From an optimization exercise on the open Yosys and OpenROAD flow, aimed at small area; shortcuts taken in it are not production practice. Function was checked by simulation only, so behaviour that the tests miss may differ from the original. Power and IR drop assume default switching activity.

==> flow/design.v <==
`default_nettype none
module dp_bit (
   input  logic clk,
   input  logic sa,
   input  logic sb,
   input  logic h,
   input  logic da,
   input  logic db,
   output logic q
);
   always_ff @(posedge clk)
      q <= !((sa && da) || (sb && db) || (h && q));
endmodule
module dp_nor2 (
   input  logic a,
   input  logic b,
   output logic y
);
   assign y = !(a || b);
endmodule
module dp_oa22 (
   input  logic a1,
   input  logic a2,
   input  logic b1,
   input  logic b2,
   output logic y
);
   assign y = (a1 || a2) && (b1 || b2);
endmodule
module dp_rd3 (
   input  logic [2:0] s,
   input  logic [2:0] d,
   output logic       yn
);
   assign yn = !(|(s & d));
endmodule
module dp_nand4 (
   input  logic [3:0] a,
   output logic       y
);
   assign y = !(&a);
endmodule
module dp_nand3 (
   input  logic [2:0] a,
   output logic       y
);
   assign y = !(&a);
endmodule
module dp_nor3 (
   input  logic [2:0] a,
   output logic       y
);
   assign y = !(|a);
endmodule
module dp_rdor (
   input  logic [66:0] xn,
   output logic        yn
);
   logic [16:0] l1;
   logic [7:0]  l2n;
   logic [1:0]  l3;
   for (genvar i = 0; i < 16; i++) begin : g_l1
      dp_nand4 u_g (.a(xn[4*i +: 4]), .y(l1[i]));
   end
   dp_nand3 u_l1_16 (.a(xn[66:64]), .y(l1[16]));
   for (genvar i = 0; i < 8; i++) begin : g_l2
      dp_nor2 u_g (.a(l1[2*i]), .b(l1[2*i+1]), .y(l2n[i]));
   end
   dp_nand4 u_l3_0 (.a(l2n[3:0]), .y(l3[0]));
   dp_nand4 u_l3_1 (.a(l2n[7:4]), .y(l3[1]));
   dp_nor3  u_l4   (.a({l1[16], l3}), .y(yn));
endmodule
module dp_rdport #(
   parameter int unsigned DEPTH = 200
) (
   input  logic [DEPTH-1:0]   sel,
   input  logic [DEPTH*8-1:0] words,
   output logic [7:0]         yn
);
   localparam int unsigned NG = (DEPTH + 2) / 3;
   for (genvar b = 0; b < 8; b++) begin : g_bit
      logic [NG-1:0] xn;
      for (genvar g = 0; g < NG; g++) begin : g_grp
         logic [2:0] s, d;
         for (genvar k = 0; k < 3; k++) begin : g_k
            if (3 * g + k < DEPTH) begin : g_in
               assign s[k] = sel[3*g+k];
               assign d[k] = words[(3*g+k)*8 + b];
            end else begin : g_pad
               assign s[k] = 1'b0;
               assign d[k] = 1'b0;
            end
         end
         dp_rd3 u_rd (.s(s), .d(d), .yn(xn[g]));
      end
      dp_rdor u_or (.xn(xn), .yn(yn[b]));
   end
endmodule
module dpram_param #(
   parameter int unsigned       DATA_W   = 8,
   parameter int unsigned       ADDR_W   = 8,
   parameter int unsigned       DEPTH    = 200,
   parameter int unsigned       RDW_MODE = 1,
   parameter int unsigned       OUT_REG  = 1,
   parameter logic [DATA_W-1:0] INIT_VAL = 8'h5a
) (
   input  logic              clk,
   input  logic              rst_n,
   input  logic              clr,
   input  logic              ena,
   input  logic              enb,
   input  logic              wea,
   input  logic              web,
   input  logic [ADDR_W-1:0] addra,
   input  logic [ADDR_W-1:0] addrb,
   input  logic [DATA_W-1:0] dina,
   input  logic [DATA_W-1:0] dinb,
   output logic [DATA_W-1:0] douta,
   output logic [DATA_W-1:0] doutb,
   output logic              ready,
   output logic              collision,
   output logic              addr_err
);
   localparam int unsigned NH = (DEPTH + 15) / 16;
   logic       run_q;
   logic [7:0] cnt_q;
   logic [7:0] ra_q, rb_q, oa_q, ob_q;
   logic       coll_q, aerr_q;
   logic live, clearing, in_a, in_b, same, wr_a, wr_b, wr_b_eff;
   assign clearing = !run_q;
   assign live     = run_q && !clr;
   assign in_a     = (addra < 8'd200);
   assign in_b     = (addrb < 8'd200);
   assign same     = (addra == addrb);
   assign wr_a     = live && ena && wea && in_a;
   assign wr_b     = live && enb && web && in_b;
   assign wr_b_eff = wr_b && !(wr_a && same);
   logic [NH-1:0] ha_n, hb_n, hwa_n, hwb_n;
   logic [15:0]   la_n, lb_n;
   always_comb begin
      for (int h = 0; h < NH; h++) begin
         ha_n[h]  = !(clearing || addra[7:4] == 4'(h));
         hb_n[h]  = !(addrb[7:4] == 4'(h));
         hwa_n[h] = !(clearing || (wr_a && addra[7:4] == 4'(h)));
         hwb_n[h] = !(wr_b_eff && addrb[7:4] == 4'(h));
      end
      for (int l = 0; l < 16; l++) begin
         la_n[l] = !(clearing || addra[3:0] == 4'(l));
         lb_n[l] = !(addrb[3:0] == 4'(l));
      end
   end
   logic phase_q;
   always_ff @(posedge clk or negedge rst_n) begin
      if (!rst_n) phase_q <= 1'b0;
      else        phase_q <= !phase_q;
   end
   logic [7:0] bus_a, bus_b;
   assign bus_a = clearing ? INIT_VAL ^ {8{phase_q}} :
                  wr_a     ? dina ^ {8{phase_q}} : '0;
   assign bus_b = wr_b_eff ? dinb ^ {8{phase_q}} : '0;
   logic [DEPTH-1:0]   sra, srb;
   logic [DEPTH*8-1:0] words;
   for (genvar w = 0; w < DEPTH; w++) begin : g_word
      logic h;
      dp_nor2 u_sra (.a(ha_n[w/16]), .b(la_n[w%16]), .y(sra[w]));
      dp_nor2 u_srb (.a(hb_n[w/16]), .b(lb_n[w%16]), .y(srb[w]));
      dp_oa22 u_h   (.a1(hwa_n[w/16]), .a2(la_n[w%16]), .b1(hwb_n[w/16]), .b2(lb_n[w%16]),
                     .y(h));
      for (genvar b = 0; b < 8; b++) begin : g_bit
         dp_bit u_bit (
            .clk(clk), .sa(sra[w]), .sb(srb[w]), .h(h), .da(bus_a[b]), .db(bus_b[b]),
            .q(words[w*8 + b])
         );
      end
   end
   logic [7:0] rda, rdb, rda_n, rdb_n;
   dp_rdport #(.DEPTH(DEPTH)) u_rda (.sel(sra), .words(words), .yn(rda_n));
   dp_rdport #(.DEPTH(DEPTH)) u_rdb (.sel(srb), .words(words), .yn(rdb_n));
   assign rda = ~rda_n;
   assign rdb = ~rdb_n;
   logic [7:0] ra_d, rb_d;
   logic       pa_q, pb_q, pa_d, pb_d;
   always_comb begin
      ra_d = ra_q;
      rb_d = rb_q;
      pa_d = pa_q;
      pb_d = pb_q;
      if (!live) begin
         ra_d = '0;
         rb_d = '0;
         pa_d = 1'b0;
         pb_d = 1'b0;
      end else begin
         if (ena) begin
            ra_d = !in_a ? '0 : wea ? dina : rda;
            pa_d = in_a && !wea && phase_q;
         end
         if (enb) begin
            rb_d = !in_b ? '0 : web ? ((wr_a && same) ? dina : dinb) : rdb;
            pb_d = in_b && !web && phase_q;
         end
      end
   end
   always_ff @(posedge clk) begin
      ra_q <= ra_d;
      rb_q <= rb_d;
      pa_q <= pa_d;
      pb_q <= pb_d;
   end
   always_ff @(posedge clk or negedge rst_n) begin
      if (!rst_n) begin
         run_q  <= 1'b0;
         cnt_q  <= '0;
         oa_q   <= '0;
         ob_q   <= '0;
         coll_q <= 1'b0;
         aerr_q <= 1'b0;
      end else begin
         if (clearing) begin
            cnt_q <= (cnt_q == 8'd199) ? 8'd0 : cnt_q + 8'd1;
            if (cnt_q == 8'd199) run_q <= 1'b1;
         end else if (clr) begin
            run_q <= 1'b0;
            cnt_q <= '0;
         end
         oa_q   <= live ? ra_q ^ {8{pa_q}} : '0;
         ob_q   <= live ? rb_q ^ {8{pb_q}} : '0;
         coll_q <= wr_a && wr_b && same;
         aerr_q <= live && ((ena && !in_a) || (enb && !in_b));
      end
   end
   assign douta     = oa_q;
   assign doutb     = ob_q;
   assign ready     = run_q;
   assign collision = coll_q;
   assign addr_err  = aerr_q;
endmodule
`default_nettype wire
`default_nettype none
module dpram_top (
   input  wire       clk,
   input  wire       rst_n,
   input  wire       clr,
   input  wire       ena,
   input  wire       enb,
   input  wire       wea,
   input  wire       web,
   input  wire [7:0] addra,
   input  wire [7:0] addrb,
   input  wire [7:0] dina,
   input  wire [7:0] dinb,
   output wire [7:0] douta,
   output wire [7:0] doutb,
   output wire       ready,
   output wire       collision,
   output wire       addr_err
);
   dpram_param #(
      .DATA_W(8), .ADDR_W(8), .DEPTH(200), .RDW_MODE(1), .OUT_REG(1), .INIT_VAL(8'h5a)
   ) u_ram (
      .clk(clk), .rst_n(rst_n), .clr(clr), .ena(ena), .enb(enb), .wea(wea), .web(web),
      .addra(addra), .addrb(addrb), .dina(dina), .dinb(dinb),
      .douta(douta), .doutb(doutb), .ready(ready), .collision(collision),
      .addr_err(addr_err)
   );
endmodule
`default_nettype wire
export LEC_CHECK = 0
export CAP_MARGIN = 10
export CORE_MARGIN = 2
export CORE_UTILIZATION = 40
export GPL_TIMING_DRIVEN = 0
export PLACE_DENSITY = 0.45
export SETUP_SLACK_MARGIN = 0.7
export SLEW_MARGIN = 10
export SYNTH_HIERARCHICAL = 1
create_clock -name core_clock -period 5.0 [get_ports {clk}]
standard.sh (not shown) runs the stock make flow with config.mk's settings and CLKGATE_MAP_FILE= SYNTH_SCRIPT=/design/flow/synth_recipe.tcl, a recipe that flattens the netlist after the stock synthesis.
==> flow/flow/run.sh <==
#!/bin/bash
set -euo pipefail
here=$(pwd)
bash standard.sh MATCH_CELL_FOOTPRINT=0 \
  "BUFFER_PORTS_ARGS=-buffer_cell sky130_fd_sc_hd__buf_2" \
  "PRE_RESIZE_TCL=$here/flow/pre_resize.tcl" \
  "CTS_ARGS=-sink_clustering_enable -repair_clock_nets -sink_clustering_size 22 -sink_clustering_max_diameter 120 -dont_use_dummy_load" \
  finish > flow_make.log 2>&1
==> flow/flow/pre_resize.tcl <==
# Restrict the buffers repair_design may insert to small ones: the long
# predecode and write-bus nets then get chains of small buffers instead of
# very large ones. This only affects the resize step's repair_design.
set_dont_use {sky130_fd_sc_hd__buf_16 sky130_fd_sc_hd__buf_12 sky130_fd_sc_hd__buf_8 sky130_fd_sc_hd__buf_6 sky130_fd_sc_hd__bufbuf_16 sky130_fd_sc_hd__bufbuf_8 sky130_fd_sc_hd__bufinv_16 sky130_fd_sc_hd__bufinv_8 sky130_fd_sc_hd__clkbuf_16 sky130_fd_sc_hd__clkbuf_8}
The starting point ran to the end with violations: max-capacitance violations.
Then changed:
==> flow/flow/pre_resize.tcl (replaced) <==
# Restrict the buffers repair_design may insert to at most buf_6: the long
# predecode and write-bus nets then get chains of moderate buffers instead of
# very large ones. This only affects the resize step's repair_design.
set_dont_use {sky130_fd_sc_hd__buf_16 sky130_fd_sc_hd__buf_12 sky130_fd_sc_hd__buf_8 sky130_fd_sc_hd__bufbuf_16 sky130_fd_sc_hd__bufbuf_8 sky130_fd_sc_hd__bufinv_16 sky130_fd_sc_hd__bufinv_8 sky130_fd_sc_hd__clkbuf_16 sky130_fd_sc_hd__clkbuf_8}
Settings changed: SETUP_SLACK_MARGIN 0.7 to 0.8.
After rerunning:
- This time the run produced a clean layout
- clock-buffer cell count stays the same
- clock skew goes up by 0.014 ns
- clock power barely changes
- worst hold slack improves by 0.070 ns
- power goes up slightly
- sequential share of layout area goes down by 0.57 points
- area after synthesis stays the same
- setup slack improves by 0.10 ns
- first-iteration DRC count goes up slightly
- die area stays the same

[static timing again, ports no longer ideal]
No port has a modelled driver above. Below, the same layouts with a new extraction and two added sets of constraints. Step 1 assumes that a clkbuf_16 drives the clock port and a buf_2 every other input. Step 2, shift: input delay + t, output delay - t, t = (earliest + latest rising clock arrival at the registers) / 2. This alone moves slack from input paths to output paths. Three values: ideal, step 1, step 2; two values: the first two.
run | shift t [ns] | setup WS [ns] | worst setup path after step 2 | clock arrival spread, ns
the first run | 0.823 | 0.477 / 0.471 / -0.352 | input to register | 0.051 / 0.052
the second run | 0.841 | 0.577 / 0.620 / -0.221 | input to register | 0.050 / 0.050
The setup slack of the first run, which loses most, moves by -0.006 ns with the drivers and by -0.829 ns with both steps.
